This is an optimization exercise on Yosys and OpenROAD, whose aim is small area, a short achievable clock period and few clock cycles per item, not a production implementation. No run shown here included a check of the RTL's function; only the layout flow was run. No activity file was given, so power comes from the tool's default toggle rates.

--- run.sh ---
#!/bin/bash
# synth_recipe.tcl (not shown) runs the flow's synth.tcl, then flattens the netlist and writes it again
# the make line also repeats each setting of config.mk as NAME=value (left out here)
make -C /OpenROAD-flow-scripts/flow DESIGN_CONFIG=/design/flow/config.mk WORK_HOME=/design/flow/orfs CLKGATE_MAP_FILE= SYNTH_SCRIPT=/design/flow/synth_recipe.tcl finish
--- config.mk ---
export PLATFORM = sky130hd
export DESIGN_NAME = csa_multiplier
export DESIGN_NICKNAME = csa_multiplier
export VERILOG_FILES = /design/flow/design.v
export SDC_FILE = /design/flow/constraint.sdc
export NUM_CORES = 4
export LEC_CHECK = 0
export CAP_MARGIN = 20
export CORE_MARGIN = 2
export CORE_UTILIZATION = 40
export SLEW_MARGIN = 20
--- constraint.sdc ---
create_clock -name core_clock -period 6.5 [get_ports {clk}]
set_input_delay 1.3000 -clock core_clock [delete_from_list [all_inputs] [get_ports {clk}]]
set_output_delay 1.3000 -clock core_clock [all_outputs]
set_load 0.01 [all_outputs]
--- design.v ---
module csa_multiplier (
    input  logic        clk,
    input  logic        rst_n,
    input  logic        in_valid,
    input  logic [15:0] x,
    input  logic [15:0] y,
    output logic        out_valid,
    output logic [31:0] product
);
    logic        v1, v2;
    logic [15:0] xr;
    logic [15:0] yr;
    logic [31:0] sa, sb;        
    logic [31:0] ta, tb;        
    logic pp1;
    logic pp2;
    logic pp3;
    logic pp4;
    logic pp5;
    logic pp6;
    logic pp7;
    logic pp8;
    logic pp9;
    logic pp10;
    logic pp11;
    logic pp12;
    logic pp13;
    logic pp14;
    logic pp15;
    logic pp16;
    logic pp17;
    logic pp18;
    logic pp19;
    logic pp20;
    logic pp21;
    logic pp22;
    logic pp23;
    logic pp24;
    logic pp25;
    logic pp26;
    logic pp27;
    logic pp28;
    logic pp29;
    logic pp30;
    logic pp31;
    logic pp32;
    logic pp33;
    logic pp34;
    logic pp35;
    logic pp36;
    logic pp37;
    logic pp38;
    logic pp39;
    logic pp40;
    logic pp41;
    logic pp42;
    logic pp43;
    logic pp44;
    logic pp45;
    logic pp46;
    logic pp47;
    logic pp48;
    logic pp49;
    logic pp50;
    logic pp51;
    logic pp52;
    logic pp53;
    logic pp54;
    logic pp55;
    logic pp56;
    logic pp57;
    logic pp58;
    logic pp59;
    logic pp60;
    logic pp61;
    logic pp62;
    logic pp63;
    logic pp64;
    logic pp65;
    logic pp66;
    logic pp67;
    logic pp68;
    logic pp69;
    logic pp70;
    logic pp71;
    logic pp72;
    logic pp73;
    logic pp74;
    logic pp75;
    logic pp76;
    logic pp77;
    logic pp78;
    logic pp79;
    logic pp80;
    logic pp81;
    logic pp82;
    logic pp83;
    logic pp84;
    logic pp85;
    logic pp86;
    logic pp87;
    logic pp88;
    logic pp89;
    logic pp90;
    logic pp91;
    logic pp92;
    logic pp93;
    logic pp94;
    logic pp95;
    logic pp96;
    logic pp97;
    logic pp98;
    logic pp99;
    logic pp100;
    logic pp101;
    logic pp102;
    logic pp103;
    logic pp104;
    logic pp105;
    logic pp106;
    logic pp107;
    logic pp108;
    logic pp109;
    logic pp110;
    logic pp111;
    logic pp112;
    logic pp113;
    logic pp114;
    logic pp115;
    logic pp116;
    logic pp117;
    logic pp118;
    logic pp119;
    logic pp120;
    logic pp121;
    logic pp122;
    logic pp123;
    logic pp124;
    logic pp125;
    logic pp126;
    logic pp127;
    logic pp128;
    logic pp129;
    logic pp130;
    logic pp131;
    logic pp132;
    logic pp133;
    logic pp134;
    logic pp135;
    logic pp136;
    logic pp137;
    logic pp138;
    logic pp139;
    logic pp140;
    logic pp141;
    logic pp142;
    logic pp143;
    logic pp144;
    logic pp145;
    logic pp146;
    logic pp147;
    logic pp148;
    logic pp149;
    logic pp150;
    logic pp151;
    logic pp152;
    logic pp153;
    logic pp154;
    logic pp155;
    logic pp156;
    logic pp157;
    logic pp158;
    logic pp159;
    logic pp160;
    logic pp161;
    logic pp162;
    logic pp163;
    logic pp164;
    logic pp165;
    logic pp166;
    logic pp167;
    logic pp168;
    logic pp169;
    logic pp170;
    logic pp171;
    logic pp172;
    logic pp173;
    logic pp174;
    logic pp175;
    logic pp176;
    logic pp177;
    logic pp178;
    logic pp179;
    logic pp180;
    logic pp181;
    logic pp182;
    logic pp183;
    logic pp184;
    logic pp185;
    logic pp186;
    logic pp187;
    logic pp188;
    logic pp189;
    logic pp190;
    logic pp191;
    logic pp192;
    logic pp193;
    logic pp194;
    logic pp195;
    logic pp196;
    logic pp197;
    logic pp198;
    logic pp199;
    logic pp200;
    logic pp201;
    logic pp202;
    logic pp203;
    logic pp204;
    logic pp205;
    logic pp206;
    logic pp207;
    logic pp208;
    logic pp209;
    logic pp210;
    logic pp211;
    logic pp212;
    logic pp213;
    logic pp214;
    logic pp215;
    logic pp216;
    logic pp217;
    logic pp218;
    logic pp219;
    logic pp220;
    logic pp221;
    logic pp222;
    logic pp223;
    logic pp224;
    logic pp225;
    logic pp226;
    logic pp227;
    logic pp228;
    logic pp229;
    logic pp230;
    logic pp231;
    logic pp232;
    logic pp233;
    logic pp234;
    logic pp235;
    logic pp236;
    logic pp237;
    logic pp238;
    logic pp239;
    logic pp240;
    logic pp241;
    logic pp242;
    logic pp243;
    logic pp244;
    logic pp245;
    logic pp246;
    logic pp247;
    logic pp248;
    logic pp249;
    logic pp250;
    logic pp251;
    logic pp252;
    logic pp253;
    logic pp254;
    logic pp255;
    logic pp256;
    logic s257;
    logic c258;
    logic s259;
    logic c260;
    logic s261;
    logic c262;
    logic s263;
    logic c264;
    logic s265;
    logic c266;
    logic s267;
    logic c268;
    logic s269;
    logic c270;
    logic s271;
    logic c272;
    logic s273;
    logic c274;
    logic s275;
    logic c276;
    logic s277;
    logic c278;
    logic s279;
    logic c280;
    logic s281;
    logic c282;
    logic s283;
    logic c284;
    logic s285;
    logic c286;
    logic s287;
    logic c288;
    logic s289;
    logic c290;
    logic s291;
    logic c292;
    logic s293;
    logic c294;
    logic s295;
    logic c296;
    logic s297;
    logic c298;
    logic s299;
    logic c300;
    logic s301;
    logic c302;
    logic s303;
    logic c304;
    logic s305;
    logic c306;
    logic s307;
    logic c308;
    logic s309;
    logic c310;
    logic s311;
    logic c312;
    logic s313;
    logic c314;
    logic s315;
    logic c316;
    logic s317;
    logic c318;
    logic s319;
    logic c320;
    logic s321;
    logic c322;
    logic s323;
    logic c324;
    logic s325;
    logic c326;
    logic s327;
    logic c328;
    logic s329;
    logic c330;
    logic s331;
    logic c332;
    logic s333;
    logic c334;
    logic s335;
    logic c336;
    logic s337;
    logic c338;
    logic s339;
    logic c340;
    logic s341;
    logic c342;
    logic s343;
    logic c344;
    logic s345;
    logic c346;
    logic s347;
    logic c348;
    logic s349;
    logic c350;
    logic s351;
    logic c352;
    logic s353;
    logic c354;
    logic s355;
    logic c356;
    logic s357;
    logic c358;
    logic s359;
    logic c360;
    logic s361;
    logic c362;
    logic s363;
    logic c364;
    logic s365;
    logic c366;
    logic s367;
    logic c368;
    logic s369;
    logic c370;
    logic s371;
    logic c372;
    logic s373;
    logic c374;
    logic s375;
    logic c376;
    logic s377;
    logic c378;
    logic s379;
    logic c380;
    logic s381;
    logic c382;
    logic s383;
    logic c384;
    logic s385;
    logic c386;
    logic s387;
    logic c388;
    logic s389;
    logic c390;
    logic s391;
    logic c392;
    logic s393;
    logic c394;
    logic s395;
    logic c396;
    logic s397;
    logic c398;
    logic s399;
    logic c400;
    logic s401;
    logic c402;
    logic s403;
    logic c404;
    logic s405;
    logic c406;
    logic s407;
    logic c408;
    logic s409;
    logic c410;
    logic s411;
    logic c412;
    logic s413;
    logic c414;
    logic s415;
    logic c416;
    logic s417;
    logic c418;
    logic s419;
    logic c420;
    logic s421;
    logic c422;
    logic s423;
    logic c424;
    logic s425;
    logic c426;
    logic s427;
    logic c428;
    logic s429;
    logic c430;
    logic s431;
    logic c432;
    logic s433;
    logic c434;
    logic s435;
    logic c436;
    logic s437;
    logic c438;
    logic s439;
    logic c440;
    logic s441;
    logic c442;
    logic s443;
    logic c444;
    logic s445;
    logic c446;
    logic s447;
    logic c448;
    logic s449;
    logic c450;
    logic s451;
    logic c452;
    logic s453;
    logic c454;
    logic s455;
    logic c456;
    logic s457;
    logic c458;
    logic s459;
    logic c460;
    logic s461;
    logic c462;
    logic s463;
    logic c464;
    logic s465;
    logic c466;
    logic s467;
    logic c468;
    logic s469;
    logic c470;
    logic s471;
    logic c472;
    logic s473;
    logic c474;
    logic s475;
    logic c476;
    logic s477;
    logic c478;
    logic s479;
    logic c480;
    logic s481;
    logic c482;
    logic s483;
    logic c484;
    logic s485;
    logic c486;
    logic s487;
    logic c488;
    logic s489;
    logic c490;
    logic s491;
    logic c492;
    logic s493;
    logic c494;
    logic s495;
    logic c496;
    logic s497;
    logic c498;
    logic s499;
    logic c500;
    logic s501;
    logic c502;
    logic s503;
    logic c504;
    logic s505;
    logic c506;
    logic s507;
    logic c508;
    logic s509;
    logic c510;
    logic s511;
    logic c512;
    logic s513;
    logic c514;
    logic s515;
    logic c516;
    logic s517;
    logic c518;
    logic s519;
    logic c520;
    logic s521;
    logic c522;
    logic s523;
    logic c524;
    logic s525;
    logic c526;
    logic s527;
    logic c528;
    logic s529;
    logic c530;
    logic s531;
    logic c532;
    logic s533;
    logic c534;
    logic s535;
    logic c536;
    logic s537;
    logic c538;
    logic s539;
    logic c540;
    logic s541;
    logic c542;
    logic s543;
    logic c544;
    logic s545;
    logic c546;
    logic s547;
    logic c548;
    logic s549;
    logic c550;
    logic s551;
    logic c552;
    logic s553;
    logic c554;
    logic s555;
    logic c556;
    logic s557;
    logic c558;
    logic s559;
    logic c560;
    logic s561;
    logic c562;
    logic s563;
    logic c564;
    logic s565;
    logic c566;
    logic s567;
    logic c568;
    logic s569;
    logic c570;
    logic s571;
    logic c572;
    logic s573;
    logic c574;
    logic s575;
    logic c576;
    logic s577;
    logic c578;
    logic s579;
    logic c580;
    logic s581;
    logic c582;
    logic s583;
    logic c584;
    logic s585;
    logic c586;
    logic s587;
    logic c588;
    logic s589;
    logic c590;
    logic s591;
    logic c592;
    logic s593;
    logic c594;
    logic s595;
    logic c596;
    logic s597;
    logic c598;
    logic s599;
    logic c600;
    logic s601;
    logic c602;
    logic s603;
    logic c604;
    logic s605;
    logic c606;
    logic s607;
    logic c608;
    logic s609;
    logic c610;
    logic s611;
    logic c612;
    logic s613;
    logic c614;
    logic s615;
    logic c616;
    logic s617;
    logic c618;
    logic s619;
    logic c620;
    logic s621;
    logic c622;
    logic s623;
    logic c624;
    logic s625;
    logic c626;
    logic s627;
    logic c628;
    logic s629;
    logic c630;
    logic s631;
    logic c632;
    logic s633;
    logic c634;
    logic s635;
    logic c636;
    logic s637;
    logic c638;
    logic s639;
    logic c640;
    logic s641;
    logic c642;
    logic s643;
    logic c644;
    logic s645;
    logic c646;
    logic s647;
    logic c648;
    logic s649;
    logic c650;
    logic s651;
    logic c652;
    logic s653;
    logic c654;
    logic s655;
    logic c656;
    logic s657;
    logic c658;
    logic s659;
    logic c660;
    logic s661;
    logic c662;
    logic s663;
    logic c664;
    logic s665;
    logic c666;
    logic s667;
    logic c668;
    logic s669;
    logic c670;
    logic s671;
    logic c672;
    logic s673;
    logic c674;
    logic s675;
    logic c676;
    always_ff @(posedge clk) begin
        if (!rst_n) v1 <= 1'b0;
        else        v1 <= in_valid;
    end
    always_ff @(posedge clk) begin
        xr <= x;
        yr <= y;
    end
    assign pp1 = xr[0] & yr[0];
    assign pp2 = xr[1] & yr[0];
    assign pp3 = xr[2] & yr[0];
    assign pp4 = xr[3] & yr[0];
    assign pp5 = xr[4] & yr[0];
    assign pp6 = xr[5] & yr[0];
    assign pp7 = xr[6] & yr[0];
    assign pp8 = xr[7] & yr[0];
    assign pp9 = xr[8] & yr[0];
    assign pp10 = xr[9] & yr[0];
    assign pp11 = xr[10] & yr[0];
    assign pp12 = xr[11] & yr[0];
    assign pp13 = xr[12] & yr[0];
    assign pp14 = xr[13] & yr[0];
    assign pp15 = xr[14] & yr[0];
    assign pp16 = xr[15] & yr[0];
    assign pp17 = xr[0] & yr[1];
    assign pp18 = xr[1] & yr[1];
    assign pp19 = xr[2] & yr[1];
    assign pp20 = xr[3] & yr[1];
    assign pp21 = xr[4] & yr[1];
    assign pp22 = xr[5] & yr[1];
    assign pp23 = xr[6] & yr[1];
    assign pp24 = xr[7] & yr[1];
    assign pp25 = xr[8] & yr[1];
    assign pp26 = xr[9] & yr[1];
    assign pp27 = xr[10] & yr[1];
    assign pp28 = xr[11] & yr[1];
    assign pp29 = xr[12] & yr[1];
    assign pp30 = xr[13] & yr[1];
    assign pp31 = xr[14] & yr[1];
    assign pp32 = xr[15] & yr[1];
    assign pp33 = xr[0] & yr[2];
    assign pp34 = xr[1] & yr[2];
    assign pp35 = xr[2] & yr[2];
    assign pp36 = xr[3] & yr[2];
    assign pp37 = xr[4] & yr[2];
    assign pp38 = xr[5] & yr[2];
    assign pp39 = xr[6] & yr[2];
    assign pp40 = xr[7] & yr[2];
    assign pp41 = xr[8] & yr[2];
    assign pp42 = xr[9] & yr[2];
    assign pp43 = xr[10] & yr[2];
    assign pp44 = xr[11] & yr[2];
    assign pp45 = xr[12] & yr[2];
    assign pp46 = xr[13] & yr[2];
    assign pp47 = xr[14] & yr[2];
    assign pp48 = xr[15] & yr[2];
    assign pp49 = xr[0] & yr[3];
    assign pp50 = xr[1] & yr[3];
    assign pp51 = xr[2] & yr[3];
    assign pp52 = xr[3] & yr[3];
    assign pp53 = xr[4] & yr[3];
    assign pp54 = xr[5] & yr[3];
    assign pp55 = xr[6] & yr[3];
    assign pp56 = xr[7] & yr[3];
    assign pp57 = xr[8] & yr[3];
    assign pp58 = xr[9] & yr[3];
    assign pp59 = xr[10] & yr[3];
    assign pp60 = xr[11] & yr[3];
    assign pp61 = xr[12] & yr[3];
    assign pp62 = xr[13] & yr[3];
    assign pp63 = xr[14] & yr[3];
    assign pp64 = xr[15] & yr[3];
    assign pp65 = xr[0] & yr[4];
    assign pp66 = xr[1] & yr[4];
    assign pp67 = xr[2] & yr[4];
    assign pp68 = xr[3] & yr[4];
    assign pp69 = xr[4] & yr[4];
    assign pp70 = xr[5] & yr[4];
    assign pp71 = xr[6] & yr[4];
    assign pp72 = xr[7] & yr[4];
    assign pp73 = xr[8] & yr[4];
    assign pp74 = xr[9] & yr[4];
    assign pp75 = xr[10] & yr[4];
    assign pp76 = xr[11] & yr[4];
    assign pp77 = xr[12] & yr[4];
    assign pp78 = xr[13] & yr[4];
    assign pp79 = xr[14] & yr[4];
    assign pp80 = xr[15] & yr[4];
    assign pp81 = xr[0] & yr[5];
    assign pp82 = xr[1] & yr[5];
    assign pp83 = xr[2] & yr[5];
    assign pp84 = xr[3] & yr[5];
    assign pp85 = xr[4] & yr[5];
    assign pp86 = xr[5] & yr[5];
    assign pp87 = xr[6] & yr[5];
    assign pp88 = xr[7] & yr[5];
    assign pp89 = xr[8] & yr[5];
    assign pp90 = xr[9] & yr[5];
    assign pp91 = xr[10] & yr[5];
    assign pp92 = xr[11] & yr[5];
    assign pp93 = xr[12] & yr[5];
    assign pp94 = xr[13] & yr[5];
    assign pp95 = xr[14] & yr[5];
    assign pp96 = xr[15] & yr[5];
    assign pp97 = xr[0] & yr[6];
    assign pp98 = xr[1] & yr[6];
    assign pp99 = xr[2] & yr[6];
    assign pp100 = xr[3] & yr[6];
    assign pp101 = xr[4] & yr[6];
    assign pp102 = xr[5] & yr[6];
    assign pp103 = xr[6] & yr[6];
    assign pp104 = xr[7] & yr[6];
    assign pp105 = xr[8] & yr[6];
    assign pp106 = xr[9] & yr[6];
    assign pp107 = xr[10] & yr[6];
    assign pp108 = xr[11] & yr[6];
    assign pp109 = xr[12] & yr[6];
    assign pp110 = xr[13] & yr[6];
    assign pp111 = xr[14] & yr[6];
    assign pp112 = xr[15] & yr[6];
    assign pp113 = xr[0] & yr[7];
    assign pp114 = xr[1] & yr[7];
    assign pp115 = xr[2] & yr[7];
    assign pp116 = xr[3] & yr[7];
    assign pp117 = xr[4] & yr[7];
    assign pp118 = xr[5] & yr[7];
    assign pp119 = xr[6] & yr[7];
    assign pp120 = xr[7] & yr[7];
    assign pp121 = xr[8] & yr[7];
    assign pp122 = xr[9] & yr[7];
    assign pp123 = xr[10] & yr[7];
    assign pp124 = xr[11] & yr[7];
    assign pp125 = xr[12] & yr[7];
    assign pp126 = xr[13] & yr[7];
    assign pp127 = xr[14] & yr[7];
    assign pp128 = xr[15] & yr[7];
    assign pp129 = xr[0] & yr[8];
    assign pp130 = xr[1] & yr[8];
    assign pp131 = xr[2] & yr[8];
    assign pp132 = xr[3] & yr[8];
    assign pp133 = xr[4] & yr[8];
    assign pp134 = xr[5] & yr[8];
    assign pp135 = xr[6] & yr[8];
    assign pp136 = xr[7] & yr[8];
    assign pp137 = xr[8] & yr[8];
    assign pp138 = xr[9] & yr[8];
    assign pp139 = xr[10] & yr[8];
    assign pp140 = xr[11] & yr[8];
    assign pp141 = xr[12] & yr[8];
    assign pp142 = xr[13] & yr[8];
    assign pp143 = xr[14] & yr[8];
    assign pp144 = xr[15] & yr[8];
    assign pp145 = xr[0] & yr[9];
    assign pp146 = xr[1] & yr[9];
    assign pp147 = xr[2] & yr[9];
    assign pp148 = xr[3] & yr[9];
    assign pp149 = xr[4] & yr[9];
    assign pp150 = xr[5] & yr[9];
    assign pp151 = xr[6] & yr[9];
    assign pp152 = xr[7] & yr[9];
    assign pp153 = xr[8] & yr[9];
    assign pp154 = xr[9] & yr[9];
    assign pp155 = xr[10] & yr[9];
    assign pp156 = xr[11] & yr[9];
    assign pp157 = xr[12] & yr[9];
    assign pp158 = xr[13] & yr[9];
    assign pp159 = xr[14] & yr[9];
    assign pp160 = xr[15] & yr[9];
    assign pp161 = xr[0] & yr[10];
    assign pp162 = xr[1] & yr[10];
    assign pp163 = xr[2] & yr[10];
    assign pp164 = xr[3] & yr[10];
    assign pp165 = xr[4] & yr[10];
    assign pp166 = xr[5] & yr[10];
    assign pp167 = xr[6] & yr[10];
    assign pp168 = xr[7] & yr[10];
    assign pp169 = xr[8] & yr[10];
    assign pp170 = xr[9] & yr[10];
    assign pp171 = xr[10] & yr[10];
    assign pp172 = xr[11] & yr[10];
    assign pp173 = xr[12] & yr[10];
    assign pp174 = xr[13] & yr[10];
    assign pp175 = xr[14] & yr[10];
    assign pp176 = xr[15] & yr[10];
    assign pp177 = xr[0] & yr[11];
    assign pp178 = xr[1] & yr[11];
    assign pp179 = xr[2] & yr[11];
    assign pp180 = xr[3] & yr[11];
    assign pp181 = xr[4] & yr[11];
    assign pp182 = xr[5] & yr[11];
    assign pp183 = xr[6] & yr[11];
    assign pp184 = xr[7] & yr[11];
    assign pp185 = xr[8] & yr[11];
    assign pp186 = xr[9] & yr[11];
    assign pp187 = xr[10] & yr[11];
    assign pp188 = xr[11] & yr[11];
    assign pp189 = xr[12] & yr[11];
    assign pp190 = xr[13] & yr[11];
    assign pp191 = xr[14] & yr[11];
    assign pp192 = xr[15] & yr[11];
    assign pp193 = xr[0] & yr[12];
    assign pp194 = xr[1] & yr[12];
    assign pp195 = xr[2] & yr[12];
    assign pp196 = xr[3] & yr[12];
    assign pp197 = xr[4] & yr[12];
    assign pp198 = xr[5] & yr[12];
    assign pp199 = xr[6] & yr[12];
    assign pp200 = xr[7] & yr[12];
    assign pp201 = xr[8] & yr[12];
    assign pp202 = xr[9] & yr[12];
    assign pp203 = xr[10] & yr[12];
    assign pp204 = xr[11] & yr[12];
    assign pp205 = xr[12] & yr[12];
    assign pp206 = xr[13] & yr[12];
    assign pp207 = xr[14] & yr[12];
    assign pp208 = xr[15] & yr[12];
    assign pp209 = xr[0] & yr[13];
    assign pp210 = xr[1] & yr[13];
    assign pp211 = xr[2] & yr[13];
    assign pp212 = xr[3] & yr[13];
    assign pp213 = xr[4] & yr[13];
    assign pp214 = xr[5] & yr[13];
    assign pp215 = xr[6] & yr[13];
    assign pp216 = xr[7] & yr[13];
    assign pp217 = xr[8] & yr[13];
    assign pp218 = xr[9] & yr[13];
    assign pp219 = xr[10] & yr[13];
    assign pp220 = xr[11] & yr[13];
    assign pp221 = xr[12] & yr[13];
    assign pp222 = xr[13] & yr[13];
    assign pp223 = xr[14] & yr[13];
    assign pp224 = xr[15] & yr[13];
    assign pp225 = xr[0] & yr[14];
    assign pp226 = xr[1] & yr[14];
    assign pp227 = xr[2] & yr[14];
    assign pp228 = xr[3] & yr[14];
    assign pp229 = xr[4] & yr[14];
    assign pp230 = xr[5] & yr[14];
    assign pp231 = xr[6] & yr[14];
    assign pp232 = xr[7] & yr[14];
    assign pp233 = xr[8] & yr[14];
    assign pp234 = xr[9] & yr[14];
    assign pp235 = xr[10] & yr[14];
    assign pp236 = xr[11] & yr[14];
    assign pp237 = xr[12] & yr[14];
    assign pp238 = xr[13] & yr[14];
    assign pp239 = xr[14] & yr[14];
    assign pp240 = xr[15] & yr[14];
    assign pp241 = xr[0] & yr[15];
    assign pp242 = xr[1] & yr[15];
    assign pp243 = xr[2] & yr[15];
    assign pp244 = xr[3] & yr[15];
    assign pp245 = xr[4] & yr[15];
    assign pp246 = xr[5] & yr[15];
    assign pp247 = xr[6] & yr[15];
    assign pp248 = xr[7] & yr[15];
    assign pp249 = xr[8] & yr[15];
    assign pp250 = xr[9] & yr[15];
    assign pp251 = xr[10] & yr[15];
    assign pp252 = xr[11] & yr[15];
    assign pp253 = xr[12] & yr[15];
    assign pp254 = xr[13] & yr[15];
    assign pp255 = xr[14] & yr[15];
    assign pp256 = xr[15] & yr[15];
    assign s257 = pp18 ^ pp3;
    assign c258 = pp18 & pp3;
    assign s259 = pp19 ^ pp34 ^ pp4;
    assign c260 = (pp19 & pp34) | (pp19 & pp4) | (pp34 & pp4);
    assign s261 = pp49 ^ c258;
    assign c262 = pp49 & c258;
    assign s263 = pp20 ^ pp35 ^ pp5;
    assign c264 = (pp20 & pp35) | (pp20 & pp5) | (pp35 & pp5);
    assign s265 = pp50 ^ pp65 ^ c262;
    assign c266 = (pp50 & pp65) | (pp50 & c262) | (pp65 & c262);
    assign s267 = c260 ^ s263;
    assign c268 = c260 & s263;
    assign s269 = pp21 ^ pp36 ^ pp51;
    assign c270 = (pp21 & pp36) | (pp21 & pp51) | (pp36 & pp51);
    assign s271 = pp6 ^ pp66 ^ pp81;
    assign c272 = (pp6 & pp66) | (pp6 & pp81) | (pp66 & pp81);
    assign s273 = c264 ^ s269 ^ s271;
    assign c274 = (c264 & s269) | (c264 & s271) | (s269 & s271);
    assign s275 = c268 ^ c266;
    assign c276 = c268 & c266;
    assign s277 = pp22 ^ pp37 ^ pp52;
    assign c278 = (pp22 & pp37) | (pp22 & pp52) | (pp37 & pp52);
    assign s279 = pp67 ^ pp7 ^ pp82;
    assign c280 = (pp67 & pp7) | (pp67 & pp82) | (pp7 & pp82);
    assign s281 = pp97 ^ c270 ^ c272;
    assign c282 = (pp97 & c270) | (pp97 & c272) | (c270 & c272);
    assign s283 = s277 ^ s279 ^ c274;
    assign c284 = (s277 & s279) | (s277 & c274) | (s279 & c274);
    assign s285 = s281 ^ c276;
    assign c286 = s281 & c276;
    assign s287 = pp113 ^ pp23 ^ pp38;
    assign c288 = (pp113 & pp23) | (pp113 & pp38) | (pp23 & pp38);
    assign s289 = pp53 ^ pp68 ^ pp8;
    assign c290 = (pp53 & pp68) | (pp53 & pp8) | (pp68 & pp8);
    assign s291 = pp83 ^ pp98 ^ c278;
    assign c292 = (pp83 & pp98) | (pp83 & c278) | (pp98 & c278);
    assign s293 = c280 ^ s287 ^ s289;
    assign c294 = (c280 & s287) | (c280 & s289) | (s287 & s289);
    assign s295 = c282 ^ s291 ^ s293;
    assign c296 = (c282 & s291) | (c282 & s293) | (s291 & s293);
    assign s297 = c286 ^ c284;
    assign c298 = c286 & c284;
    assign s299 = pp114 ^ pp129 ^ pp24;
    assign c300 = (pp114 & pp129) | (pp114 & pp24) | (pp129 & pp24);
    assign s301 = pp39 ^ pp54 ^ pp69;
    assign c302 = (pp39 & pp54) | (pp39 & pp69) | (pp54 & pp69);
    assign s303 = pp84 ^ pp9 ^ pp99;
    assign c304 = (pp84 & pp9) | (pp84 & pp99) | (pp9 & pp99);
    assign s305 = c288 ^ c290 ^ s299;
    assign c306 = (c288 & c290) | (c288 & s299) | (c290 & s299);
    assign s307 = s301 ^ s303 ^ c292;
    assign c308 = (s301 & s303) | (s301 & c292) | (s303 & c292);
    assign s309 = c294 ^ s305 ^ s307;
    assign c310 = (c294 & s305) | (c294 & s307) | (s305 & s307);
    assign s311 = c296 ^ c298;
    assign c312 = c296 & c298;
    assign s313 = pp10 ^ pp100 ^ pp115;
    assign c314 = (pp10 & pp100) | (pp10 & pp115) | (pp100 & pp115);
    assign s315 = pp130 ^ pp145 ^ pp25;
    assign c316 = (pp130 & pp145) | (pp130 & pp25) | (pp145 & pp25);
    assign s317 = pp40 ^ pp55 ^ pp70;
    assign c318 = (pp40 & pp55) | (pp40 & pp70) | (pp55 & pp70);
    assign s319 = pp85 ^ c300 ^ c302;
    assign c320 = (pp85 & c300) | (pp85 & c302) | (c300 & c302);
    assign s321 = c304 ^ s313 ^ s315;
    assign c322 = (c304 & s313) | (c304 & s315) | (s313 & s315);
    assign s323 = s317 ^ c306 ^ s319;
    assign c324 = (s317 & c306) | (s317 & s319) | (c306 & s319);
    assign s325 = s321 ^ c308 ^ s323;
    assign c326 = (s321 & c308) | (s321 & s323) | (c308 & s323);
    assign s327 = c312 ^ c310;
    assign c328 = c312 & c310;
    assign s329 = pp101 ^ pp11 ^ pp116;
    assign c330 = (pp101 & pp11) | (pp101 & pp116) | (pp11 & pp116);
    assign s331 = pp131 ^ pp146 ^ pp161;
    assign c332 = (pp131 & pp146) | (pp131 & pp161) | (pp146 & pp161);
    assign s333 = pp26 ^ pp41 ^ pp56;
    assign c334 = (pp26 & pp41) | (pp26 & pp56) | (pp41 & pp56);
    assign s335 = pp71 ^ pp86 ^ c314;
    assign c336 = (pp71 & pp86) | (pp71 & c314) | (pp86 & c314);
    assign s337 = c316 ^ c318 ^ s329;
    assign c338 = (c316 & c318) | (c316 & s329) | (c318 & s329);
    assign s339 = s331 ^ s333 ^ c320;
    assign c340 = (s331 & s333) | (s331 & c320) | (s333 & c320);
    assign s341 = c322 ^ s335 ^ s337;
    assign c342 = (c322 & s335) | (c322 & s337) | (s335 & s337);
    assign s343 = c324 ^ s339 ^ s341;
    assign c344 = (c324 & s339) | (c324 & s341) | (s339 & s341);
    assign s345 = c326 ^ c328;
    assign c346 = c326 & c328;
    assign s347 = pp102 ^ pp117 ^ pp12;
    assign c348 = (pp102 & pp117) | (pp102 & pp12) | (pp117 & pp12);
    assign s349 = pp132 ^ pp147 ^ pp162;
    assign c350 = (pp132 & pp147) | (pp132 & pp162) | (pp147 & pp162);
    assign s351 = pp177 ^ pp27 ^ pp42;
    assign c352 = (pp177 & pp27) | (pp177 & pp42) | (pp27 & pp42);
    assign s353 = pp57 ^ pp72 ^ pp87;
    assign c354 = (pp57 & pp72) | (pp57 & pp87) | (pp72 & pp87);
    assign s355 = c330 ^ c332 ^ c334;
    assign c356 = (c330 & c332) | (c330 & c334) | (c332 & c334);
    assign s357 = s347 ^ s349 ^ s351;
    assign c358 = (s347 & s349) | (s347 & s351) | (s349 & s351);
    assign s359 = s353 ^ c336 ^ c338;
    assign c360 = (s353 & c336) | (s353 & c338) | (c336 & c338);
    assign s361 = s355 ^ s357 ^ c340;
    assign c362 = (s355 & s357) | (s355 & c340) | (s357 & c340);
    assign s363 = c342 ^ s359 ^ s361;
    assign c364 = (c342 & s359) | (c342 & s361) | (s359 & s361);
    assign s365 = c344 ^ c346;
    assign c366 = c344 & c346;
    assign s367 = pp103 ^ pp118 ^ pp13;
    assign c368 = (pp103 & pp118) | (pp103 & pp13) | (pp118 & pp13);
    assign s369 = pp133 ^ pp148 ^ pp163;
    assign c370 = (pp133 & pp148) | (pp133 & pp163) | (pp148 & pp163);
    assign s371 = pp178 ^ pp193 ^ pp28;
    assign c372 = (pp178 & pp193) | (pp178 & pp28) | (pp193 & pp28);
    assign s373 = pp43 ^ pp58 ^ pp73;
    assign c374 = (pp43 & pp58) | (pp43 & pp73) | (pp58 & pp73);
    assign s375 = pp88 ^ c348 ^ c350;
    assign c376 = (pp88 & c348) | (pp88 & c350) | (c348 & c350);
    assign s377 = c352 ^ c354 ^ s367;
    assign c378 = (c352 & c354) | (c352 & s367) | (c354 & s367);
    assign s379 = s369 ^ s371 ^ s373;
    assign c380 = (s369 & s371) | (s369 & s373) | (s371 & s373);
    assign s381 = c356 ^ c358 ^ s375;
    assign c382 = (c356 & c358) | (c356 & s375) | (c358 & s375);
    assign s383 = s377 ^ s379 ^ c360;
    assign c384 = (s377 & s379) | (s377 & c360) | (s379 & c360);
    assign s385 = s381 ^ c362 ^ s383;
    assign c386 = (s381 & c362) | (s381 & s383) | (c362 & s383);
    assign s387 = c364 ^ c366;
    assign c388 = c364 & c366;
    assign s389 = pp104 ^ pp119 ^ pp134;
    assign c390 = (pp104 & pp119) | (pp104 & pp134) | (pp119 & pp134);
    assign s391 = pp14 ^ pp149 ^ pp164;
    assign c392 = (pp14 & pp149) | (pp14 & pp164) | (pp149 & pp164);
    assign s393 = pp179 ^ pp194 ^ pp209;
    assign c394 = (pp179 & pp194) | (pp179 & pp209) | (pp194 & pp209);
    assign s395 = pp29 ^ pp44 ^ pp59;
    assign c396 = (pp29 & pp44) | (pp29 & pp59) | (pp44 & pp59);
    assign s397 = pp74 ^ pp89 ^ c368;
    assign c398 = (pp74 & pp89) | (pp74 & c368) | (pp89 & c368);
    assign s399 = c370 ^ c372 ^ c374;
    assign c400 = (c370 & c372) | (c370 & c374) | (c372 & c374);
    assign s401 = s389 ^ s391 ^ s393;
    assign c402 = (s389 & s391) | (s389 & s393) | (s391 & s393);
    assign s403 = s395 ^ c376 ^ c378;
    assign c404 = (s395 & c376) | (s395 & c378) | (c376 & c378);
    assign s405 = c380 ^ s397 ^ s399;
    assign c406 = (c380 & s397) | (c380 & s399) | (s397 & s399);
    assign s407 = s401 ^ c382 ^ s403;
    assign c408 = (s401 & c382) | (s401 & s403) | (c382 & s403);
    assign s409 = s405 ^ c384 ^ s407;
    assign c410 = (s405 & c384) | (s405 & s407) | (c384 & s407);
    assign s411 = c386 ^ s409;
    assign c412 = c386 & s409;
    assign s413 = pp105 ^ pp120 ^ pp135;
    assign c414 = (pp105 & pp120) | (pp105 & pp135) | (pp120 & pp135);
    assign s415 = pp15 ^ pp150 ^ pp165;
    assign c416 = (pp15 & pp150) | (pp15 & pp165) | (pp150 & pp165);
    assign s417 = pp180 ^ pp195 ^ pp210;
    assign c418 = (pp180 & pp195) | (pp180 & pp210) | (pp195 & pp210);
    assign s419 = pp225 ^ pp30 ^ pp45;
    assign c420 = (pp225 & pp30) | (pp225 & pp45) | (pp30 & pp45);
    assign s421 = pp60 ^ pp75 ^ pp90;
    assign c422 = (pp60 & pp75) | (pp60 & pp90) | (pp75 & pp90);
    assign s423 = c390 ^ c392 ^ c394;
    assign c424 = (c390 & c392) | (c390 & c394) | (c392 & c394);
    assign s425 = c396 ^ s413 ^ s415;
    assign c426 = (c396 & s413) | (c396 & s415) | (s413 & s415);
    assign s427 = s417 ^ s419 ^ s421;
    assign c428 = (s417 & s419) | (s417 & s421) | (s419 & s421);
    assign s429 = c398 ^ c400 ^ c402;
    assign c430 = (c398 & c400) | (c398 & c402) | (c400 & c402);
    assign s431 = s423 ^ s425 ^ s427;
    assign c432 = (s423 & s425) | (s423 & s427) | (s425 & s427);
    assign s433 = c404 ^ c406 ^ s429;
    assign c434 = (c404 & c406) | (c404 & s429) | (c406 & s429);
    assign s435 = s431 ^ c408 ^ s433;
    assign c436 = (s431 & c408) | (s431 & s433) | (c408 & s433);
    assign s437 = c410 ^ s435;
    assign c438 = c410 & s435;
    assign s439 = pp106 ^ pp121 ^ pp136;
    assign c440 = (pp106 & pp121) | (pp106 & pp136) | (pp121 & pp136);
    assign s441 = pp151 ^ pp16 ^ pp166;
    assign c442 = (pp151 & pp16) | (pp151 & pp166) | (pp16 & pp166);
    assign s443 = pp181 ^ pp196 ^ pp211;
    assign c444 = (pp181 & pp196) | (pp181 & pp211) | (pp196 & pp211);
    assign s445 = pp226 ^ pp241 ^ pp31;
    assign c446 = (pp226 & pp241) | (pp226 & pp31) | (pp241 & pp31);
    assign s447 = pp46 ^ pp61 ^ pp76;
    assign c448 = (pp46 & pp61) | (pp46 & pp76) | (pp61 & pp76);
    assign s449 = pp91 ^ c414 ^ c416;
    assign c450 = (pp91 & c414) | (pp91 & c416) | (c414 & c416);
    assign s451 = c418 ^ c420 ^ c422;
    assign c452 = (c418 & c420) | (c418 & c422) | (c420 & c422);
    assign s453 = s439 ^ s441 ^ s443;
    assign c454 = (s439 & s441) | (s439 & s443) | (s441 & s443);
    assign s455 = s445 ^ s447 ^ c424;
    assign c456 = (s445 & s447) | (s445 & c424) | (s447 & c424);
    assign s457 = c426 ^ c428 ^ s449;
    assign c458 = (c426 & c428) | (c426 & s449) | (c428 & s449);
    assign s459 = s451 ^ s453 ^ c430;
    assign c460 = (s451 & s453) | (s451 & c430) | (s453 & c430);
    assign s461 = s455 ^ c432 ^ s457;
    assign c462 = (s455 & c432) | (s455 & s457) | (c432 & s457);
    assign s463 = c434 ^ s459 ^ s461;
    assign c464 = (c434 & s459) | (c434 & s461) | (s459 & s461);
    assign s465 = c436 ^ s463;
    assign c466 = c436 & s463;
    assign s467 = pp107 ^ pp122 ^ pp137;
    assign c468 = (pp107 & pp122) | (pp107 & pp137) | (pp122 & pp137);
    assign s469 = pp152 ^ pp167 ^ pp182;
    assign c470 = (pp152 & pp167) | (pp152 & pp182) | (pp167 & pp182);
    assign s471 = pp197 ^ pp212 ^ pp227;
    assign c472 = (pp197 & pp212) | (pp197 & pp227) | (pp212 & pp227);
    assign s473 = pp242 ^ pp32 ^ pp47;
    assign c474 = (pp242 & pp32) | (pp242 & pp47) | (pp32 & pp47);
    assign s475 = pp62 ^ pp77 ^ pp92;
    assign c476 = (pp62 & pp77) | (pp62 & pp92) | (pp77 & pp92);
    assign s477 = c440 ^ c442 ^ c444;
    assign c478 = (c440 & c442) | (c440 & c444) | (c442 & c444);
    assign s479 = c446 ^ c448 ^ s467;
    assign c480 = (c446 & c448) | (c446 & s467) | (c448 & s467);
    assign s481 = s469 ^ s471 ^ s473;
    assign c482 = (s469 & s471) | (s469 & s473) | (s471 & s473);
    assign s483 = s475 ^ c450 ^ c452;
    assign c484 = (s475 & c450) | (s475 & c452) | (c450 & c452);
    assign s485 = c454 ^ s477 ^ s479;
    assign c486 = (c454 & s477) | (c454 & s479) | (s477 & s479);
    assign s487 = s481 ^ c456 ^ c458;
    assign c488 = (s481 & c456) | (s481 & c458) | (c456 & c458);
    assign s489 = s483 ^ s485 ^ c460;
    assign c490 = (s483 & s485) | (s483 & c460) | (s485 & c460);
    assign s491 = c462 ^ s487 ^ s489;
    assign c492 = (c462 & s487) | (c462 & s489) | (s487 & s489);
    assign s493 = c464 ^ c466;
    assign c494 = c464 & c466;
    assign s495 = pp108 ^ pp123 ^ pp138;
    assign c496 = (pp108 & pp123) | (pp108 & pp138) | (pp123 & pp138);
    assign s497 = pp153 ^ pp168 ^ pp183;
    assign c498 = (pp153 & pp168) | (pp153 & pp183) | (pp168 & pp183);
    assign s499 = pp198 ^ pp213 ^ pp228;
    assign c500 = (pp198 & pp213) | (pp198 & pp228) | (pp213 & pp228);
    assign s501 = pp243 ^ pp48 ^ pp63;
    assign c502 = (pp243 & pp48) | (pp243 & pp63) | (pp48 & pp63);
    assign s503 = pp78 ^ pp93 ^ c468;
    assign c504 = (pp78 & pp93) | (pp78 & c468) | (pp93 & c468);
    assign s505 = c470 ^ c472 ^ c474;
    assign c506 = (c470 & c472) | (c470 & c474) | (c472 & c474);
    assign s507 = c476 ^ s495 ^ s497;
    assign c508 = (c476 & s495) | (c476 & s497) | (s495 & s497);
    assign s509 = s499 ^ s501 ^ c478;
    assign c510 = (s499 & s501) | (s499 & c478) | (s501 & c478);
    assign s511 = c480 ^ c482 ^ s503;
    assign c512 = (c480 & c482) | (c480 & s503) | (c482 & s503);
    assign s513 = s505 ^ s507 ^ c484;
    assign c514 = (s505 & s507) | (s505 & c484) | (s507 & c484);
    assign s515 = s509 ^ c486 ^ s511;
    assign c516 = (s509 & c486) | (s509 & s511) | (c486 & s511);
    assign s517 = c488 ^ s513 ^ s515;
    assign c518 = (c488 & s513) | (c488 & s515) | (s513 & s515);
    assign s519 = c490 ^ s517 ^ c492;
    assign c520 = (c490 & s517) | (c490 & c492) | (s517 & c492);
    assign s521 = pp109 ^ pp124 ^ pp139;
    assign c522 = (pp109 & pp124) | (pp109 & pp139) | (pp124 & pp139);
    assign s523 = pp154 ^ pp169 ^ pp184;
    assign c524 = (pp154 & pp169) | (pp154 & pp184) | (pp169 & pp184);
    assign s525 = pp199 ^ pp214 ^ pp229;
    assign c526 = (pp199 & pp214) | (pp199 & pp229) | (pp214 & pp229);
    assign s527 = pp244 ^ pp64 ^ pp79;
    assign c528 = (pp244 & pp64) | (pp244 & pp79) | (pp64 & pp79);
    assign s529 = pp94 ^ c496 ^ c498;
    assign c530 = (pp94 & c496) | (pp94 & c498) | (c496 & c498);
    assign s531 = c500 ^ c502 ^ s521;
    assign c532 = (c500 & c502) | (c500 & s521) | (c502 & s521);
    assign s533 = s523 ^ s525 ^ s527;
    assign c534 = (s523 & s525) | (s523 & s527) | (s525 & s527);
    assign s535 = c504 ^ c506 ^ c508;
    assign c536 = (c504 & c506) | (c504 & c508) | (c506 & c508);
    assign s537 = s529 ^ s531 ^ s533;
    assign c538 = (s529 & s531) | (s529 & s533) | (s531 & s533);
    assign s539 = c510 ^ c512 ^ s535;
    assign c540 = (c510 & c512) | (c510 & s535) | (c512 & s535);
    assign s541 = s537 ^ c514 ^ c516;
    assign c542 = (s537 & c514) | (s537 & c516) | (c514 & c516);
    assign s543 = s539 ^ c518 ^ s541;
    assign c544 = (s539 & c518) | (s539 & s541) | (c518 & s541);
    assign s545 = pp110 ^ pp125 ^ pp140;
    assign c546 = (pp110 & pp125) | (pp110 & pp140) | (pp125 & pp140);
    assign s547 = pp155 ^ pp170 ^ pp185;
    assign c548 = (pp155 & pp170) | (pp155 & pp185) | (pp170 & pp185);
    assign s549 = pp200 ^ pp215 ^ pp230;
    assign c550 = (pp200 & pp215) | (pp200 & pp230) | (pp215 & pp230);
    assign s551 = pp245 ^ pp80 ^ pp95;
    assign c552 = (pp245 & pp80) | (pp245 & pp95) | (pp80 & pp95);
    assign s553 = c522 ^ c524 ^ c526;
    assign c554 = (c522 & c524) | (c522 & c526) | (c524 & c526);
    assign s555 = c528 ^ s545 ^ s547;
    assign c556 = (c528 & s545) | (c528 & s547) | (s545 & s547);
    assign s557 = s549 ^ s551 ^ c530;
    assign c558 = (s549 & s551) | (s549 & c530) | (s551 & c530);
    assign s559 = c532 ^ c534 ^ s553;
    assign c560 = (c532 & c534) | (c532 & s553) | (c534 & s553);
    assign s561 = s555 ^ c536 ^ s557;
    assign c562 = (s555 & c536) | (s555 & s557) | (c536 & s557);
    assign s563 = c538 ^ s559 ^ c540;
    assign c564 = (c538 & s559) | (c538 & c540) | (s559 & c540);
    assign s565 = s561 ^ c542 ^ s563;
    assign c566 = (s561 & c542) | (s561 & s563) | (c542 & s563);
    assign s567 = pp111 ^ pp126 ^ pp141;
    assign c568 = (pp111 & pp126) | (pp111 & pp141) | (pp126 & pp141);
    assign s569 = pp156 ^ pp171 ^ pp186;
    assign c570 = (pp156 & pp171) | (pp156 & pp186) | (pp171 & pp186);
    assign s571 = pp201 ^ pp216 ^ pp231;
    assign c572 = (pp201 & pp216) | (pp201 & pp231) | (pp216 & pp231);
    assign s573 = pp246 ^ pp96 ^ c546;
    assign c574 = (pp246 & pp96) | (pp246 & c546) | (pp96 & c546);
    assign s575 = c548 ^ c550 ^ c552;
    assign c576 = (c548 & c550) | (c548 & c552) | (c550 & c552);
    assign s577 = s567 ^ s569 ^ s571;
    assign c578 = (s567 & s569) | (s567 & s571) | (s569 & s571);
    assign s579 = c554 ^ c556 ^ s573;
    assign c580 = (c554 & c556) | (c554 & s573) | (c556 & s573);
    assign s581 = s575 ^ s577 ^ c558;
    assign c582 = (s575 & s577) | (s575 & c558) | (s577 & c558);
    assign s583 = c560 ^ s579 ^ c562;
    assign c584 = (c560 & s579) | (c560 & c562) | (s579 & c562);
    assign s585 = s581 ^ s583 ^ c564;
    assign c586 = (s581 & s583) | (s581 & c564) | (s583 & c564);
    assign s587 = pp112 ^ pp127 ^ pp142;
    assign c588 = (pp112 & pp127) | (pp112 & pp142) | (pp127 & pp142);
    assign s589 = pp157 ^ pp172 ^ pp187;
    assign c590 = (pp157 & pp172) | (pp157 & pp187) | (pp172 & pp187);
    assign s591 = pp202 ^ pp217 ^ pp232;
    assign c592 = (pp202 & pp217) | (pp202 & pp232) | (pp217 & pp232);
    assign s593 = pp247 ^ c568 ^ c570;
    assign c594 = (pp247 & c568) | (pp247 & c570) | (c568 & c570);
    assign s595 = c572 ^ s587 ^ s589;
    assign c596 = (c572 & s587) | (c572 & s589) | (s587 & s589);
    assign s597 = s591 ^ c574 ^ c576;
    assign c598 = (s591 & c574) | (s591 & c576) | (c574 & c576);
    assign s599 = c578 ^ s593 ^ s595;
    assign c600 = (c578 & s593) | (c578 & s595) | (s593 & s595);
    assign s601 = c580 ^ s597 ^ s599;
    assign c602 = (c580 & s597) | (c580 & s599) | (s597 & s599);
    assign s603 = c582 ^ s601 ^ c584;
    assign c604 = (c582 & s601) | (c582 & c584) | (s601 & c584);
    assign s605 = pp128 ^ pp143 ^ pp158;
    assign c606 = (pp128 & pp143) | (pp128 & pp158) | (pp143 & pp158);
    assign s607 = pp173 ^ pp188 ^ pp203;
    assign c608 = (pp173 & pp188) | (pp173 & pp203) | (pp188 & pp203);
    assign s609 = pp218 ^ pp233 ^ pp248;
    assign c610 = (pp218 & pp233) | (pp218 & pp248) | (pp233 & pp248);
    assign s611 = c588 ^ c590 ^ c592;
    assign c612 = (c588 & c590) | (c588 & c592) | (c590 & c592);
    assign s613 = s605 ^ s607 ^ s609;
    assign c614 = (s605 & s607) | (s605 & s609) | (s607 & s609);
    assign s615 = c594 ^ c596 ^ s611;
    assign c616 = (c594 & c596) | (c594 & s611) | (c596 & s611);
    assign s617 = s613 ^ c598 ^ c600;
    assign c618 = (s613 & c598) | (s613 & c600) | (c598 & c600);
    assign s619 = s615 ^ c602 ^ s617;
    assign c620 = (s615 & c602) | (s615 & s617) | (c602 & s617);
    assign s621 = pp144 ^ pp159 ^ pp174;
    assign c622 = (pp144 & pp159) | (pp144 & pp174) | (pp159 & pp174);
    assign s623 = pp189 ^ pp204 ^ pp219;
    assign c624 = (pp189 & pp204) | (pp189 & pp219) | (pp204 & pp219);
    assign s625 = pp234 ^ pp249 ^ c606;
    assign c626 = (pp234 & pp249) | (pp234 & c606) | (pp249 & c606);
    assign s627 = c608 ^ c610 ^ s621;
    assign c628 = (c608 & c610) | (c608 & s621) | (c610 & s621);
    assign s629 = s623 ^ c612 ^ c614;
    assign c630 = (s623 & c612) | (s623 & c614) | (c612 & c614);
    assign s631 = s625 ^ s627 ^ c616;
    assign c632 = (s625 & s627) | (s625 & c616) | (s627 & c616);
    assign s633 = s629 ^ c618 ^ s631;
    assign c634 = (s629 & c618) | (s629 & s631) | (c618 & s631);
    assign s635 = pp160 ^ pp175 ^ pp190;
    assign c636 = (pp160 & pp175) | (pp160 & pp190) | (pp175 & pp190);
    assign s637 = pp205 ^ pp220 ^ pp235;
    assign c638 = (pp205 & pp220) | (pp205 & pp235) | (pp220 & pp235);
    assign s639 = pp250 ^ c622 ^ c624;
    assign c640 = (pp250 & c622) | (pp250 & c624) | (c622 & c624);
    assign s641 = s635 ^ s637 ^ c626;
    assign c642 = (s635 & s637) | (s635 & c626) | (s637 & c626);
    assign s643 = c628 ^ s639 ^ c630;
    assign c644 = (c628 & s639) | (c628 & c630) | (s639 & c630);
    assign s645 = s641 ^ c632 ^ s643;
    assign c646 = (s641 & c632) | (s641 & s643) | (c632 & s643);
    assign s647 = pp176 ^ pp191 ^ pp206;
    assign c648 = (pp176 & pp191) | (pp176 & pp206) | (pp191 & pp206);
    assign s649 = pp221 ^ pp236 ^ pp251;
    assign c650 = (pp221 & pp236) | (pp221 & pp251) | (pp236 & pp251);
    assign s651 = c636 ^ c638 ^ s647;
    assign c652 = (c636 & c638) | (c636 & s647) | (c638 & s647);
    assign s653 = s649 ^ c640 ^ s651;
    assign c654 = (s649 & c640) | (s649 & s651) | (c640 & s651);
    assign s655 = c642 ^ s653 ^ c644;
    assign c656 = (c642 & s653) | (c642 & c644) | (s653 & c644);
    assign s657 = pp192 ^ pp207 ^ pp222;
    assign c658 = (pp192 & pp207) | (pp192 & pp222) | (pp207 & pp222);
    assign s659 = pp237 ^ pp252 ^ c648;
    assign c660 = (pp237 & pp252) | (pp237 & c648) | (pp252 & c648);
    assign s661 = c650 ^ s657 ^ c652;
    assign c662 = (c650 & s657) | (c650 & c652) | (s657 & c652);
    assign s663 = s659 ^ c654 ^ s661;
    assign c664 = (s659 & c654) | (s659 & s661) | (c654 & s661);
    assign s665 = pp208 ^ pp223 ^ pp238;
    assign c666 = (pp208 & pp223) | (pp208 & pp238) | (pp223 & pp238);
    assign s667 = pp253 ^ c658 ^ s665;
    assign c668 = (pp253 & c658) | (pp253 & s665) | (c658 & s665);
    assign s669 = c660 ^ s667 ^ c662;
    assign c670 = (c660 & s667) | (c660 & c662) | (s667 & c662);
    assign s671 = pp224 ^ pp239 ^ pp254;
    assign c672 = (pp224 & pp239) | (pp224 & pp254) | (pp239 & pp254);
    assign s673 = c666 ^ s671 ^ c668;
    assign c674 = (c666 & s671) | (c666 & c668) | (s671 & c668);
    assign s675 = pp240 ^ pp255 ^ c672;
    assign c676 = (pp240 & pp255) | (pp240 & c672) | (pp255 & c672);
    assign ta[0] = pp1;
    assign tb[0] = 1'b0;
    assign ta[1] = pp2;
    assign tb[1] = pp17;
    assign ta[2] = pp33;
    assign tb[2] = s257;
    assign ta[3] = s259;
    assign tb[3] = s261;
    assign ta[4] = s265;
    assign tb[4] = s267;
    assign ta[5] = s273;
    assign tb[5] = s275;
    assign ta[6] = s283;
    assign tb[6] = s285;
    assign ta[7] = s295;
    assign tb[7] = s297;
    assign ta[8] = s309;
    assign tb[8] = s311;
    assign ta[9] = s325;
    assign tb[9] = s327;
    assign ta[10] = s343;
    assign tb[10] = s345;
    assign ta[11] = s363;
    assign tb[11] = s365;
    assign ta[12] = s385;
    assign tb[12] = s387;
    assign ta[13] = c388;
    assign tb[13] = s411;
    assign ta[14] = c412;
    assign tb[14] = s437;
    assign ta[15] = c438;
    assign tb[15] = s465;
    assign ta[16] = s491;
    assign tb[16] = s493;
    assign ta[17] = c494;
    assign tb[17] = s519;
    assign ta[18] = c520;
    assign tb[18] = s543;
    assign ta[19] = c544;
    assign tb[19] = s565;
    assign ta[20] = c566;
    assign tb[20] = s585;
    assign ta[21] = c586;
    assign tb[21] = s603;
    assign ta[22] = c604;
    assign tb[22] = s619;
    assign ta[23] = c620;
    assign tb[23] = s633;
    assign ta[24] = c634;
    assign tb[24] = s645;
    assign ta[25] = c646;
    assign tb[25] = s655;
    assign ta[26] = c656;
    assign tb[26] = s663;
    assign ta[27] = c664;
    assign tb[27] = s669;
    assign ta[28] = c670;
    assign tb[28] = s673;
    assign ta[29] = c674;
    assign tb[29] = s675;
    assign ta[30] = pp256;
    assign tb[30] = c676;
    assign ta[31] = 1'b0;
    assign tb[31] = 1'b0;
    always_ff @(posedge clk) begin
        if (!rst_n) v2 <= 1'b0;
        else        v2 <= v1;
    end
    always_ff @(posedge clk) begin
        sa <= ta;
        sb <= tb;
    end
    assign out_valid = v2;
    assign product   = sa + sb;
endmodule
==> Flow_metrics.wiki, run 1 <==
{| class="wikitable"
! Metric !! Value
|-
| Result of the run || complete, no violations
|-
| Number of detailed-route iterations in the first pass || 5
|-
| Critical Path AT || 3.29 ns
|-
| Synth top area cells || fa_1, dfxtp_1, and2_1, inv_1, ha_1
|-
| Launching element of the worst setup path || sa[1]
|-
| Max Transition Viols Final || 0
|-
| Reg2reg start || yr[13]
|-
| Final hold vios || 0
|-
| Layout cell share with drive strength beyond 1 || 3.57%
|-
| Number of register bits inferred by synthesis || 95
|-
| Vias per Instance || 4.72
|-
| Number of I/O pins || 68
|-
| Max-cap check violation count || 0
|-
| Worst hold start || v1
|-
| Top_reg_cell synth || dfxtp_1
|-
| Basic-gate share of the synthesized area counting and, or, nand and nor cells || 15.9%
|-
| Met1 usage in global routing || 28.0%
|-
| Maximum number of pins on one net before global-route repair || 17
|-
| Delay contributed by the slowest stage of the critical path || 0.55 ns
|-
| Post-synth EDFFs || 0
|-
| Half-perimeter wire length after placement || 17500 um
|-
| Count of input and output buffers || 67
|-
| Wire length of the first global-routing pass || 37900 um
|-
| Count of inserted antenna diode cells || 0
|-
| Clock tree root buffer cell || clkbuf_16
|-
| Most frequent cell on the critical path || a21oi_4
|-
| Initial Utilization || 40.3%
|-
| Portion of the post-synthesis area used by sequential elements || 19.6%
|-
| Fraction of the mapped netlist area in adder cells || 46.2%
|-
| Global-route met2 utilization || 29.8%
|-
| Setup TNS || 0 ns
|-
| Buffer and inverter count on the worst path || 2
|-
| Fraction of the core area covered by cells at the end of the flow || 45.6%
|-
| Clock tree from TritonCTS || built
|-
| Synthesized instance count || 988
|-
| Clock sinks || 95
|-
| Multiplexer share of the synthesized area || 0%
|-
| Initial antenna violation count || 0
|-
| Residual DRC || 0
|-
| Number of rows created at floorplan || 57
|-
| Area of the mapped netlist || 9720 um^2
|-
| Total placed cells including tap cells || 1346
|-
| Post-synth top area share || 40.4%
|-
| Drt first-iter violations || 373
|-
| Die W || 160 um
|-
| Area growth from synthesis to layout || 13.1%
|-
| Final routed wire length divided by cell count || 16.8 um
|-
| Async set or reset register ratio after synthesis || 0%
|-
| Category of cells accounting for the largest share of critical-path delay || compound AO/OA/AOI/OAI gates
|-
| Leakage || 5.17 nW
|-
| Met3 layer usage reported by global route || 3.56%
|-
| Clock latency at the later pin of the worst-skew pair || 0.36 ns
|-
| Fin area || 11000 um^2
|-
| Die Area || 25600 um^2
|-
| Maximum level of the CTS H-tree || 3
|-
| Final setup violating endpoints || 0
|-
| Maximum clock frequency || 218 MHz
|-
| Clock transition at path regs || 0.07 ns
|-
| Unrepaired setup endpoints after global routing || false
|-
| Layer carrying the most global-route usage || met2
|-
| Combinational family with the most area after synthesis || adder cells
|-
| Number of cells upsized or downsized after cts || 0
|-
| Number of hold buffers added after cts || 0
|-
| Max clock buf depth || 2
|-
| Largest fanout of any net on the critical path || 4
|-
| Worst-case vdd ir drop || 242 uV
|-
| Area of the core || 24100 um^2
|-
| All-layer global routing usage || 19.2%
|-
| Height of the chip || 160 um
|-
| Leading cell type in the layout, fill and taps excluded || inv_1
|-
| Num CTS Buffers || 9
|-
| Part of the cycle the worst path needs || 70.6%
|-
| P per Cell Area || 391 nW/um^2
|-
| Kind of critical path || reg2out
|-
| Class of the worst hold path || reg2reg
|-
| Slew of the pin with the lowest slew margin || 0.778 ns
|-
| Most used cells in the layout excluding fill and tap cells || inv_1, fa_1, and2_1
|-
| Total detailed-routing wirelength || 22800 um
|-
| Nature of the critical path startpoint || flop
|-
| Ys Warns || 1
|-
| Global placement routability congestion || 0.875
|-
| Post-synth top area cell || fa_1
|-
| Share of the synthesized area in compound gates (AO/OA/AOI/OAI) || 6.63%
|-
| Post-layout min period || 4.59 ns
|-
| Max stage delay cell, worst path || clkdlybuf4s50_1
|-
| Vias in the first global route || 6980
|-
| Crit. End Element || output pin
|-
| Post-Synth XOR/XNOR Area || 2.43%
|-
| Number of distinct standard cells referenced by the synthesized netlist || 49
|-
| Number of nets in the finished design || 1309
|-
| Final Hold Slack || 0.449 ns
|-
| Setup Fix Bufs, Post-CTS || 0
|-
| Number of vias in the routed layout || 6423
|-
| Worst rel slew slack || 48.1%
|-
| Filler-free cell count of the finished design || 1361
|-
| Residual antenna-violating net count after detailed routing || 0
|-
| Post-synth net total || 1264
|-
| Critical-path cell list || ha_1 > inv_1 > fa_1 > nand2b_1 > a21oi_4 > o21ai_4 > a32oi_2 > a21oi_4 > o311a_1 > nor2_1 > clkdlybuf4s50_1
|-
| Instance area at placement || 10700 um^2
|-
| Leftover overflow at the end of global routing || 0
|-
| Mean Syn Cell Area || 9.84 um^2
|-
| Crit path required time || 5.20 ns
|-
| Final setup skew || 0.0103 ns
|}
## metrics by stage
stage / setup WS (ns) / total power [mW]
3_3_place_gp: 2.29 / 3.73
3_5_place_dp: 2.21 / 3.77
4_1_cts: 1.88 / 4.37
6_report: 1.91 / 4.30
5_1_grt: 1.72 / 4.74
2_1_floorplan: 2.55 / 2.67
## final cells by class
type | instances | area, um^2
Inverter | 204 | 766
Sequential cell | 95 | 1900
Fill cell | 2322 | 13100
Tap cell | 324 | 405
Clock buffer | 9 | 225
Clock inverter | 6 | 91.3
Multi-Input combinational cell | 654 | 6920
Timing Repair Buffer | 69 | 686
## flip-flops by register name, summed over array words and instances, names as in the netlist
register	flops
sa	31
xr	16
v1	1
v2	1
yr	16
sb	30
## power by group
| part | switching [mW] | internal (mW) |
|---|---|---|
| Sequential | 0.0984 | 0.761 |
| Combinational | 1.47 | 1.39 |
| Clock | 0.236 | 0.338 |
## kinds of logic (layout without fill, tap and decap cells)
family                     Yosys count  after routing
and+or+nand+nor                    301            301
adders and majority gates          241            241
buffers and inverters              239            288
DFF                                 95             95
AOI/OAI and AO/OA                   85             85
xor gates and xnor gates            27             27
## synth_stat cells, types with 5 or more instances
cell,count
a21o_1,10
a21oi_1,24
and2_1,150
and3_1,6
clkbuf_1,34
dfxtp_1,95
fa_1,196
ha_1,45
inv_1,204
nand2_1,127
nor2_1,6
o21a_1,5
o21ai_0,8
o21bai_1,5
xnor2_1,21
xor2_1,6
## per-layer routing
metal	part of all wire (%)	vias up	wire length [um]
met5	0	-	0
met4	1.6	0	374
met3	6.7	32	1520
met2	45	198	10200
met1	47	3184	10700
li1	-	3009	-
## final timing paths
path | end | slack [ns] | depth (start not counted)
min reg2reg | v2 | 0.45 | 1
max reg2reg | sb[17] | 2.19 | 9
min | v2 | 0.45 | 1
max | product[29] | 1.91 | 11
==> run 2, diff against run 1 <==
--- a/config.mk
+++ b/config.mk
@@ -10,2 +10,3 @@
 export CORE_UTILIZATION = 40
+export SETUP_SLACK_MARGIN = 3.0
 export SLEW_MARGIN = 20
==> run 2 against run 1 <==
Against the previous run: clock-buffer cell count is 2 higher; fmax is 16% higher; sequential share of layout area is 1.3 points lower; total power is 7.2% higher; non-clock buffer count is 122 higher; combinational power is 13% higher; routed wire length is 13% higher; register-to-register slack better by 0.63 ns; global-route usage is 1.9 points higher; clock power is 5.7% lower; critical endpoint unchanged.
==> Flow_metrics.wiki, run 2 <==
{| class="wikitable"
! Metric !! Value
|-
| Crit. End Element || output pin
|-
| Post-layout min period || 3.94 ns (-0.645 ns)
|-
| Post-synth net total || 1264 (unchanged)
|-
| Leakage || 5.81 nW (+12%)
|-
| Maximum number of pins on one net before global-route repair || 17 (unchanged)
|-
| Fraction of the core area covered by cells at the end of the flow || 52.4% (+6.9 points)
|-
| Fillers || 2228 (-4.0%)
|-
| Commonest cells in the synthesized netlist || inv_1, fa_1, and2_1
|-
| Clock transition at path regs || 0.07 ns (about the same)
|-
| Die W || 160 um (unchanged)
|-
| Residual DRC || 0 (unchanged)
|-
| Largest fanout of any net on the critical path || 4 (unchanged)
|-
| Drt first-iter violations || 376 (+0.80%)
|-
| Post-synth top area cell || fa_1
|-
| Most common cell in the netlist || inv_1
|-
| Number of nets in the finished design || 1431 (+9.3%)
|-
| Final setup violating endpoints || 0 (unchanged)
|-
| Residual antenna-violating net count after detailed routing || 0 (unchanged)
|-
| Number of detailed-route iterations in the first pass || 4 (-1)
|-
| Post-synth top area share || 40.4% (unchanged)
|-
| Ys Warns || 1 (unchanged)
|-
| Clock sinks || 95 (unchanged)
|-
| Worst rel slew slack || 63.2% (+15 points)
|-
| All-layer global routing usage || 21.1% (+1.9 points)
|-
| Synth top area cells || fa_1, dfxtp_1, and2_1, inv_1, ha_1
|-
| Async set or reset register ratio after synthesis || 0% (unchanged)
|-
| Area of the mapped netlist || 9720 um^2 (unchanged)
|-
| Mean Syn Cell Area || 9.84 um^2 (unchanged)
|-
| Number of rows created at floorplan || 57 (unchanged)
|-
| Worst path setup slack after routing || 2.56 ns (+0.645 ns)
|-
| Number of register bits inferred by synthesis || 95 (unchanged)
|-
| Number of flip-flops in the largest register || 31 (unchanged)
|-
| Height of the chip || 160 um (unchanged)
|-
| Crit path required time || 5.20 ns (about the same)
|-
| Number of I/O pins || 68 (unchanged)
|-
| Synthesized instance count || 988 (unchanged)
|-
| Number of vias in the routed layout || 7043 (+9.7%)
|-
| Top_reg_cell synth || dfxtp_1
|-
| Slew of the pin with the lowest slew margin || 0.552 ns (-0.227 ns)
|-
| Setup TNS || 0 ns (unchanged)
|-
| Number of hold buffers added after cts || 0 (unchanged)
|-
| Register area || 2030 um^2 (+6.6%)
|-
| Max Transition Viols Final || 0 (unchanged)
|-
| Maximum level of the CTS H-tree || 3 (unchanged)
|-
| Maximum clock frequency || 254 MHz (+16%)
|-
| Final routed wire length divided by cell count || 17.4 um (+3.6%)
|-
| Result of the run || complete, no violations
|-
| Max clock buf depth || 2 (unchanged)
|-
| Critical Path AT || 2.64 ns (-0.65 ns)
|-
| Class of the worst hold path || reg2reg
|-
| Number of distinct standard cells referenced by the synthesized netlist || 49 (unchanged)
|-
| Largest Register || sa
|-
| P per Cell Area || 364 nW/um^2 (-6.8%)
|-
| Post-synth EDFFs || 0 (unchanged)
|-
| Final hold vios || 0 (unchanged)
|-
| Count of input and output buffers || 67 (unchanged)
|-
| Count of inserted antenna diode cells || 0 (unchanged)
|-
| Part of the cycle the worst path needs || 60.7% (-9.9 points)
|-
| Portion of the post-synthesis area used by sequential elements || 19.6% (unchanged)
|-
| Setup WS pre-CTS || 2.34 ns (+0.138 ns)
|-
| Leftover overflow at the end of global routing || 0 (unchanged)
|-
| Final setup skew || 0.00945 ns (-0.000816 ns)
|-
| Nature of the critical path startpoint || flop
|-
| Area of the core || 24100 um^2 (unchanged)
|-
| Leading registers by flop count || sa x31, sb x30
|-
| Die Area || 25600 um^2 (unchanged)
|-
| Leading cell type in the layout, fill and taps excluded || inv_1
|-
| Combined area of the multi-input logic cells || 7480 um^2 (+8.1%)
|-
| Initial Utilization || 40.3% (unchanged)
|-
| Vias in the first global route || 7669 (+9.9%)
|-
| Unrepaired setup endpoints after global routing || true
|-
| Kind of critical path || reg2out
|-
| Area growth from synthesis to layout || 30.1%
|-
| Initial antenna violation count || 0 (unchanged)
|-
| Most used cells in the layout excluding fill and tap cells || inv_1, fa_1, and2_1
|-
| Num CTS Buffers || 9 (unchanged)
|-
| Layout cell share with drive strength beyond 1 || 33.0% (+29 points)
|-
| Half-perimeter wire length after placement || 16900 um (-3.2%)
|-
| Wire length of the first global-routing pass || 41400 um (+9.2%)
|-
| Clock latency at the later pin of the worst-skew pair || 0.36 ns (about the same)
|-
| Total detailed-routing wirelength || 25800 um (+13%)
|-
| Global placement routability congestion || 0.822 (-6.1%)
|-
| Worst-case vdd ir drop || 199 uV (-18%)
|-
| Vias per Instance || 4.75 (+0.63%)
|-
| Clock tree from TritonCTS || built
|-
| Max-cap check violation count || 0 (unchanged)
|-
| Clock tree root buffer cell || clkbuf_16
|}
[run 2: cell types whose count changed in the layout (fill, tap and decap cells not counted), sizes merged]
cell and delta:
clkdlybuf4s50 -27, dlygate4sd2 +3, inv -1, bufinv -1, clkinvlp +1, clkbuf +5
clkdlybuf4s15 +3, clkinv -1, buf +140
[run 2: logic make-up after synthesis]
| family | Yosys count | share of synthesized area (%) |
|---|---|---|
| flip-flops | 95 | 19.6 |
| buffers and inverters | 239 | 9.27 |
| AO/OA/AOI/OAI | 85 | 6.63 |
| AND/OR/NAND/NOR | 301 | 15.9 |
| XOR/XNOR | 27 | 2.43 |
| adder cells (fa/ha/maj) | 241 | 46.2 |
[run 2: area by class of cell]
| type | instances | area share, % |
|---|---|---|
| Clock inverter | 4 | 0.435 |
| Inverter | 204 | 6.08 |
| Multi-Input combinational cell | 654 | 59.1 |
| Timing Repair Buffer | 191 | 13.2 |
| Tap cell | 324 | 3.21 |
| Clock buffer | 11 | 1.92 |
| Sequential cell | 95 | 16.0 |
[run 2: critical path, cell delays in order (launching register included)]
cell and delay [ns]:
dfxtp_2 0.34, ha_4 0.14, inv_2 0.04, fa_2 0.33
nand2b_4 0.16, a21oi_4 0.20, o21ai_4 0.11, a32oi_4 0.29
a21oi_4 0.11, o311a_1 0.37, nor2_2 0.07, buf_2 0.13
[run 2: worst paths after layout]
path / start / to / slack [ns] / cells past startpoint
worst max-delay path: sa[1] / product[29] / 2.56 / 11
worst min-delay path: v1 / v2 / 0.45 / 1
worst max register to register: yr[9] / sb[17] / 2.82 / 12
worst min register to register: v1 / v2 / 0.45 / 1
[run 2: per-layer routing]
metal  GRT usage (%)  part of all wire (%)
met1            29.6                    46
met2            32.8                    45
met3            5.66                   7.7
met4            4.79                   1.4
met5               0                     0
[run 2: timing repair]
action                                  CTS  global route
endpoints found under the hold margin     0             0
pin swaps                                64            72
buffers inserted                        106            18
gates resized for setup                 215           109
endpoints found under the setup margin   50            44
[run 2: stage by stage]
step	instance area, um^2	power [mW]	instances	hold slack [ns]
2_1_floorplan	10100	2.70	988	0.412
3_3_place_gp	10800	3.75	1344	0.417
3_5_place_dp	10800	3.79	1344	0.430
4_1_cts	12200	4.43	1465	0.447
5_1_grt	12600	5.08	1483	0.484
6_report	12600	4.60	1483	0.446
[run 2: power by group]
part           switching [mW]  internal [mW]  leakage, nW
registers              0.0834          0.758        0.810
clock network           0.232          0.309        0.142
logic                    1.71           1.51         4.86
total                    2.02           2.58         5.81

-- re-timing with driven ports --
No port has a modelled driver above. Below, the same layouts with a new extraction and two added sets of constraints. Step 1: set_driving_cell puts a clkbuf_16 on clk and a buf_2 on each other input, an assumption about the parent block. Step 2 moves the port delays by t, midway between the first and last clock arrival at a register: inputs arrive t later, outputs are due t later. That takes back most of the time a late clock gives input paths. a / b / c = ideal / step 1 / step 2; a / b = the first two.
run	t (ns)	setup slack, ns	worst setup path at the end
run 1	0.392	1.911 / 1.872 / 2.189	register to register
run 2	0.399	2.556 / 2.509 / 2.816	register to register
After both steps every run listed still meets setup and hold.
